From an optimization exercise on the open Yosys and OpenROAD flow, aimed at small area, a short achievable clock period and few clock cycles; shortcuts taken in it are not production practice. RTL that was checked went through simulation tests only; none was proved equivalent to the original. Power is estimated from default activity; no workload was simulated.

==> inputs of v23 <==
==> flow/design.v (excerpt) <==
module grid_cell_shape_membership_core
(
  input  logic                 clk,
  input  logic                 rst,
  input  logic                 cfg_valid,
  output logic                 cfg_ready,
  input  logic [gcsm_pkg::CFG_IDX_W-1:0] cfg_index,
  input  logic [gcsm_pkg::VALUE_W-1:0]   cfg_data,
  input  logic                 in_valid,
  output logic                 in_ready,
  input  logic [gcsm_pkg::COORD_W-1:0]   cell_x,
  input  logic [gcsm_pkg::COORD_W-1:0]   cell_y,
  output logic                 out_valid,
  input  logic                 out_ready,
  output logic [gcsm_pkg::COORD_W-1:0]   out_x,
  output logic [gcsm_pkg::COORD_W-1:0]   out_y,
  output logic [gcsm_pkg::MARK_W-1:0]    mark,
  output logic signed [gcsm_pkg::VALUE_W-1:0] write_value,
  output logic                 shape_fits
);
  function automatic logic le6(input logic [5:0] a, input logic [5:0] b);
    logic r;
    r = 1'b1;
    for (int i = 0; i < 6; i++) r = (!a[i] && b[i]) || ((!a[i] || b[i]) && r);
    le6 = r;
  endfunction
  function automatic logic lt6(input logic [5:0] a, input logic [5:0] b);
    logic r;
    r = 1'b0;
    for (int i = 0; i < 6; i++) r = (!a[i] && b[i]) || ((!a[i] || b[i]) && r);
    lt6 = r;
  endfunction
  function automatic logic le7(input logic [6:0] a, input logic [6:0] b);
    logic r;
    r = 1'b1;
    for (int i = 0; i < 7; i++) r = (!a[i] && b[i]) || ((!a[i] || b[i]) && r);
    le7 = r;
  endfunction
  function automatic logic le13(input logic [12:0] a, input logic [12:0] b);
    logic r;
    r = 1'b1;
    for (int i = 0; i < 13; i++) r = (!a[i] && b[i]) || ((!a[i] || b[i]) && r);
    le13 = r;
  endfunction
  function automatic logic [6:0] radd6(input logic [5:0] a, input logic [5:0] b,
                                       input logic ci);
    logic c;
    c = ci;
    for (int i = 0; i < 6; i++) begin
      radd6[i] = a[i] ^ b[i] ^ c;
  ...
Settings: LEC_CHECK=0, CAP_MARGIN=20, CORE_MARGIN=2, CORE_UTILIZATION=40, SETUP_SLACK_MARGIN=3.7, SLEW_MARGIN=20; clock period 7.0 ns.
run.sh (not shown) runs the stock make flow with config.mk's settings and CLKGATE_MAP_FILE= SYNTH_SCRIPT=/design/flow/synth_recipe.tcl, a recipe that flattens the netlist after the stock synthesis.
==> v30: changes against v23 <==
--- a/flow/design.v
+++ b/flow/design.v
@@ -68,26 +68,14 @@
       radd6[i] = a[i] ^ b[i] ^ c;
       c = (a[i] & b[i]) | (a[i] & c) | (b[i] & c);
     end
     radd6[6] = c;
   endfunction
-  function automatic logic fit_hi(input logic [5:0] p, input logic [5:0] q,
-                                  input logic [5:0] g);
-    logic [7:0] u, v, w, cs, cc, t;
-    u  = {2'b00, g};
-    v  = ~{2'b00, p};
-    w  = ~{2'b00, q};
-    cs = u ^ v ^ w;
-    cc = ((u & v) | (u & w) | (v & w)) << 1;
-    t  = cs + cc + 8'd2;
-    fit_hi = !t[7];
-  endfunction
   logic [KIND_W-1:0]         shape_kind;
   logic [COORD_W-1:0]        reg_a, reg_b, reg_c, reg_d;
   logic [COORD_W-1:0]        grid_x_last, grid_y_last;
   logic [VALUE_W-1:0]        fill_value;
-  logic                      fill_ok;
   logic [VALUE_W-1:0]        wdata;
   logic [COORD_W-1:0]        wgrid;
   logic [7:0]                wen;
   assign cfg_ready = 1'b1;
   always_comb begin
@@ -101,17 +89,15 @@
     if (wen[2]) reg_b       <= wdata[COORD_W-1:0];
     if (wen[3]) reg_c       <= wdata[COORD_W-1:0];
     if (wen[4]) reg_d       <= wdata[COORD_W-1:0];
     if (wen[5]) grid_x_last <= wgrid;
     if (wen[6]) grid_y_last <= wgrid;
-    if (cfg_valid && cfg_index == 3'd7) fill_value <= cfg_data;
-    fill_ok <= !rst && (fill_ok || (cfg_valid && cfg_index == 3'd7));
+    if (wen[7]) fill_value  <= wdata;
   end
   logic is_circ, is_n, is_s, is_e, is_w, is_rect, is_tri, is_ell, is_inacc, is_rt;
   logic shape_ok, fx1, fx2, fy1, fy2, frt;
-  logic [COORD_W:0]   a_plus_b;
-  logic [COORD_W-1:0] rx, ryy;
+  logic [COORD_W:0]   a_plus_cx, b_plus_ry, a_plus_b;
   logic [COORD_W-1:0] ry, cxn, cyn, k1n, k2n, xlo, xhi, ylo, yhi;
   logic               a_lt_b, c_lt_d;
   always_comb begin
     is_n     = shape_kind == KIND_HALF_N;
     is_s     = shape_kind == KIND_HALF_S;
@@ -122,16 +108,16 @@
     is_rect  = shape_kind == KIND_RECT;
     is_tri   = shape_kind == KIND_TRIANGLE;
     is_ell   = shape_kind == KIND_ELLIPSE;
     is_rt    = is_rect || is_tri;
     ry        = is_ell ? reg_d : reg_c;
-    rx  = is_w ? 6'd0 : reg_c;
-    ryy = is_s ? 6'd0 : ry;
+    a_plus_cx = radd6(reg_a, (is_w ? 6'd0 : reg_c), 1'b0);
+    b_plus_ry = radd6(reg_b, (is_s ? 6'd0 : ry), 1'b0);
     fx1 = is_e || le6(reg_c, reg_a);
-    fx2 = fit_hi(reg_a, rx, grid_x_last);
+    fx2 = le7(a_plus_cx, {1'b0, grid_x_last});
     fy1 = is_n || le6(ry, reg_b);
-    fy2 = fit_hi(reg_b, ryy, grid_y_last);
+    fy2 = le7(b_plus_ry, {1'b0, grid_y_last});
     frt = le6(reg_a, grid_x_last) && le6(reg_b, grid_x_last) &&
           le6(reg_c, grid_y_last) && le6(reg_d, grid_y_last);
     a_lt_b = lt6(reg_a, reg_b);
     c_lt_d = lt6(reg_c, reg_d);
     xlo    = a_lt_b ? reg_a : reg_b;
@@ -160,64 +146,49 @@
     k1     <= k1n;
     k2     <= k2n;
     cx     <= cxn;
     cy     <= cyn;
   end
-  logic blocked, leave, again, fire, geo_q, head_q;
-  logic v1, v2, v3, h1, h2, h3;
-  logic [COORD_W-1:0] x3, y3;
-  assign blocked  = out_valid && !out_ready;
-  assign leave    = v3 && !blocked && (!head_q || h3);
-  assign again    = v3 && !leave;
-  assign in_ready = !geo_q && !head_q && !(v3 && blocked);
+  logic adv, fire, geo_q, v1, v2, v3;
+  assign adv      = !out_valid || out_ready;
+  assign in_ready = adv && !geo_q;
   assign fire     = in_valid && in_ready;
   always_ff @(posedge clk) begin
     geo_q <= rst || (cfg_valid && cfg_index != 3'd7);
     if (rst) begin
       v1        <= 1'b0;
       v2        <= 1'b0;
       v3        <= 1'b0;
-      h1        <= 1'b0;
-      h2        <= 1'b0;
-      h3        <= 1'b0;
-      head_q    <= 1'b0;
       out_valid <= 1'b0;
-    end else begin
-      v1        <= fire || again;
+    end else if (adv) begin
+      v1        <= fire;
       v2        <= v1;
       v3        <= v2;
-      h1        <= again && (!head_q || h3);
-      h2        <= h1;
-      h3        <= h2;
-      head_q    <= head_q ? !(leave && h3) : again;
-      if (!blocked) out_valid <= leave;
+      out_valid <= v3;
     end
   end
-  logic [COORD_W-1:0] xin, yin;
   logic [COORD_W:0]   dxs, dys;
   logic [COORD_W-1:0] dxm, dym;
-  logic               load;
   always_comb begin
-    xin  = again ? x3 : cell_x;
-    yin  = again ? y3 : cell_y;
-    load = fire || again;
-    dxs  = {1'b0, xin} - {1'b0, cx};
-    dys  = {1'b0, yin} - {1'b0, cy};
-    dxm  = dxs[COORD_W] ? -dxs[COORD_W-1:0] : dxs[COORD_W-1:0];
-    dym  = dys[COORD_W] ? -dys[COORD_W-1:0] : dys[COORD_W-1:0];
+    dxs = {1'b0, cell_x} - {1'b0, cx};
+    dys = {1'b0, cell_y} - {1'b0, cy};
+    dxm = dxs[COORD_W] ? -dxs[COORD_W-1:0] : dxs[COORD_W-1:0];
+    dym = dys[COORD_W] ? -dys[COORD_W-1:0] : dys[COORD_W-1:0];
   end
   logic [COORD_W-1:0] x1, y1, ux, uy;
   logic               sx, sy, zx, zy;
-  assign zx = ux == '0;
-  assign zy = uy == '0;
   always_ff @(posedge clk) begin
-    x1 <= xin;
-    y1 <= yin;
-    ux <= load ? dxm : reg_c;
-    uy <= load ? dym : '0;
-    sx <= load && dxs[COORD_W];
-    sy <= load && dys[COORD_W];
+    if (adv) begin
+      x1 <= cell_x;
+      y1 <= cell_y;
+      ux <= fire ? dxm : reg_c;
+      uy <= fire ? dym : '0;
+      sx <= fire && dxs[COORD_W];
+      sy <= fire && dys[COORD_W];
+      zx <= fire && dxs == '0;
+      zy <= fire && dys == '0;
+    end
   end
   logic half_ok, span_x, span_y, gate;
   logic [11:0] m1, m2;
   always_comb begin
     half_ok = !((is_n && sy) || (is_s && !sy && !zy) ||
@@ -230,11 +201,11 @@
   gcsm_mulk u_m2 (.k(k2), .u(uy), .p(m2));
   logic [COORD_W-1:0] x2, y2;
   logic [11:0]        m1q, m2q;
   logic               gate2, thr2;
   always_ff @(posedge clk) begin
-    begin
+    if (adv) begin
       x2    <= x1;
       y2    <= y1;
       m1q   <= m1;
       m2q   <= m2;
       gate2 <= gate;
@@ -248,14 +219,15 @@
     is_ce = is_circ || is_ell;
     pass  = fits_q && gate2 &&
             (is_tri ? le13({m1q, 1'b0}, {1'b0, m2q}) : 1'b1) &&
             !(is_ce && (m1q[11:10] != 2'd0 || m2q[11:10] != 2'd0));
   end
+  logic [COORD_W-1:0] x3, y3;
   logic [20:0]        rowa_q, rowb_q;
   logic               pass3, thr3;
   always_ff @(posedge clk) begin
-    begin
+    if (adv) begin
       x3     <= x2;
       y3     <= y2;
       rowa_q <= rowa;
       rowb_q <= rowb;
       pass3  <= pass;
@@ -277,22 +249,22 @@
     end
     sdiff = csa_s + {csa_c[20:0], sub_e};
     hit   = pass3 && (!is_ce || sdiff[21]);
   end
   always_ff @(posedge clk) begin
-    if (thr3) thr <= sdiff[19:0];
+    if (adv && thr3) thr <= sdiff[19:0];
   end
   logic hit_q;
   always_ff @(posedge clk) begin
-    if (!blocked) begin
+    if (adv) begin
       out_x <= x3;
       out_y <= y3;
       hit_q <= hit;
     end
   end
   assign mark        = {hit_q && is_inacc, hit_q && !is_inacc};
-  assign write_value = (hit_q && fill_ok) ? fill_value : '0;
+  assign write_value = hit_q ? fill_value : '0;
   assign shape_fits  = fits_q;
 endmodule
 module gcsm_mulk (input logic [5:0] k, input logic [5:0] u,
                   output logic [11:0] p);
   wire mk_t1 = (k[0] & u[4]) ^ (k[1] & u[3]);
--- a/flow/config.mk
+++ b/flow/config.mk
@@ -5,8 +5,8 @@
 export SDC_FILE = /design/flow/constraint.sdc
 export NUM_CORES = 4
 export LEC_CHECK = 0
 export CAP_MARGIN = 20
 export CORE_MARGIN = 2
-export CORE_UTILIZATION = 40
+export CORE_UTILIZATION = 60
 export SETUP_SLACK_MARGIN = 3.7
 export SLEW_MARGIN = 20
==> summary.txt <==
v23 produced a clean layout. v30 finished with timing, DRC and antenna clean. Worst hold slack: v23 is worse than v30 (0.094 ns). Between v23 and v30, the lower synthesized cell count is in v30 (gap about 2.7%, measured against v30). Against v23, the wire length of v30 is lower by 0.27%. Of v30 and v23, v30 has the higher global-route usage (gap 8.1 points). Of v30 and v23, v23 has the higher flip-flop and latch count (gap 3). Against v30, the die area of v23 is higher by about 43%. In v30 the count of clock-buffer cells in the layout is lower than in v23, by 8. In clock power, v30 and v23 hardly differ.
Testbench counts of v30, summed over its fixed seeds: cycles 14,784.
No functional check of the RTL was part of v23.

-- what the ideal ports hide --
In the flow no input, the clock included, has a driving cell. The finished layouts below were timed again as built, in two steps.
Step 1 (the two cells are an assumption about what drives the block):
set clk [get_ports {clk}]
set_driving_cell -lib_cell sky130_fd_sc_hd__clkbuf_16 $clk
set_driving_cell -lib_cell sky130_fd_sc_hd__buf_2 [delete_from_list [all_inputs] $clk]
Step 2 moves the port delays by t, midway between the first and last clock arrival at a register: inputs arrive t later, outputs are due t later. That takes back most of the time a late clock gives input paths.
Slacks: no drivers / after step 1 / after step 2; pairs: no drivers / after step 1.
| run | t, ns | setup WS [ns] | latest minus earliest clock arrival (ns) | worst data-port slew with drivers (ns) |
|---|---|---|---|---|
| v23 | 0.637 | 3.629 / 3.618 / 3.060 | 0.037 / 0.037 | 0.05 |
| v30 | 0.603 | 3.509 / 3.509 / 3.281 | 0.011 / 0.011 | 0.05 |
After both steps setup and hold are still met in every run listed. The setup slack of v23, which loses most, moves by -0.011 ns with the drivers and by -0.569 ns with both steps.
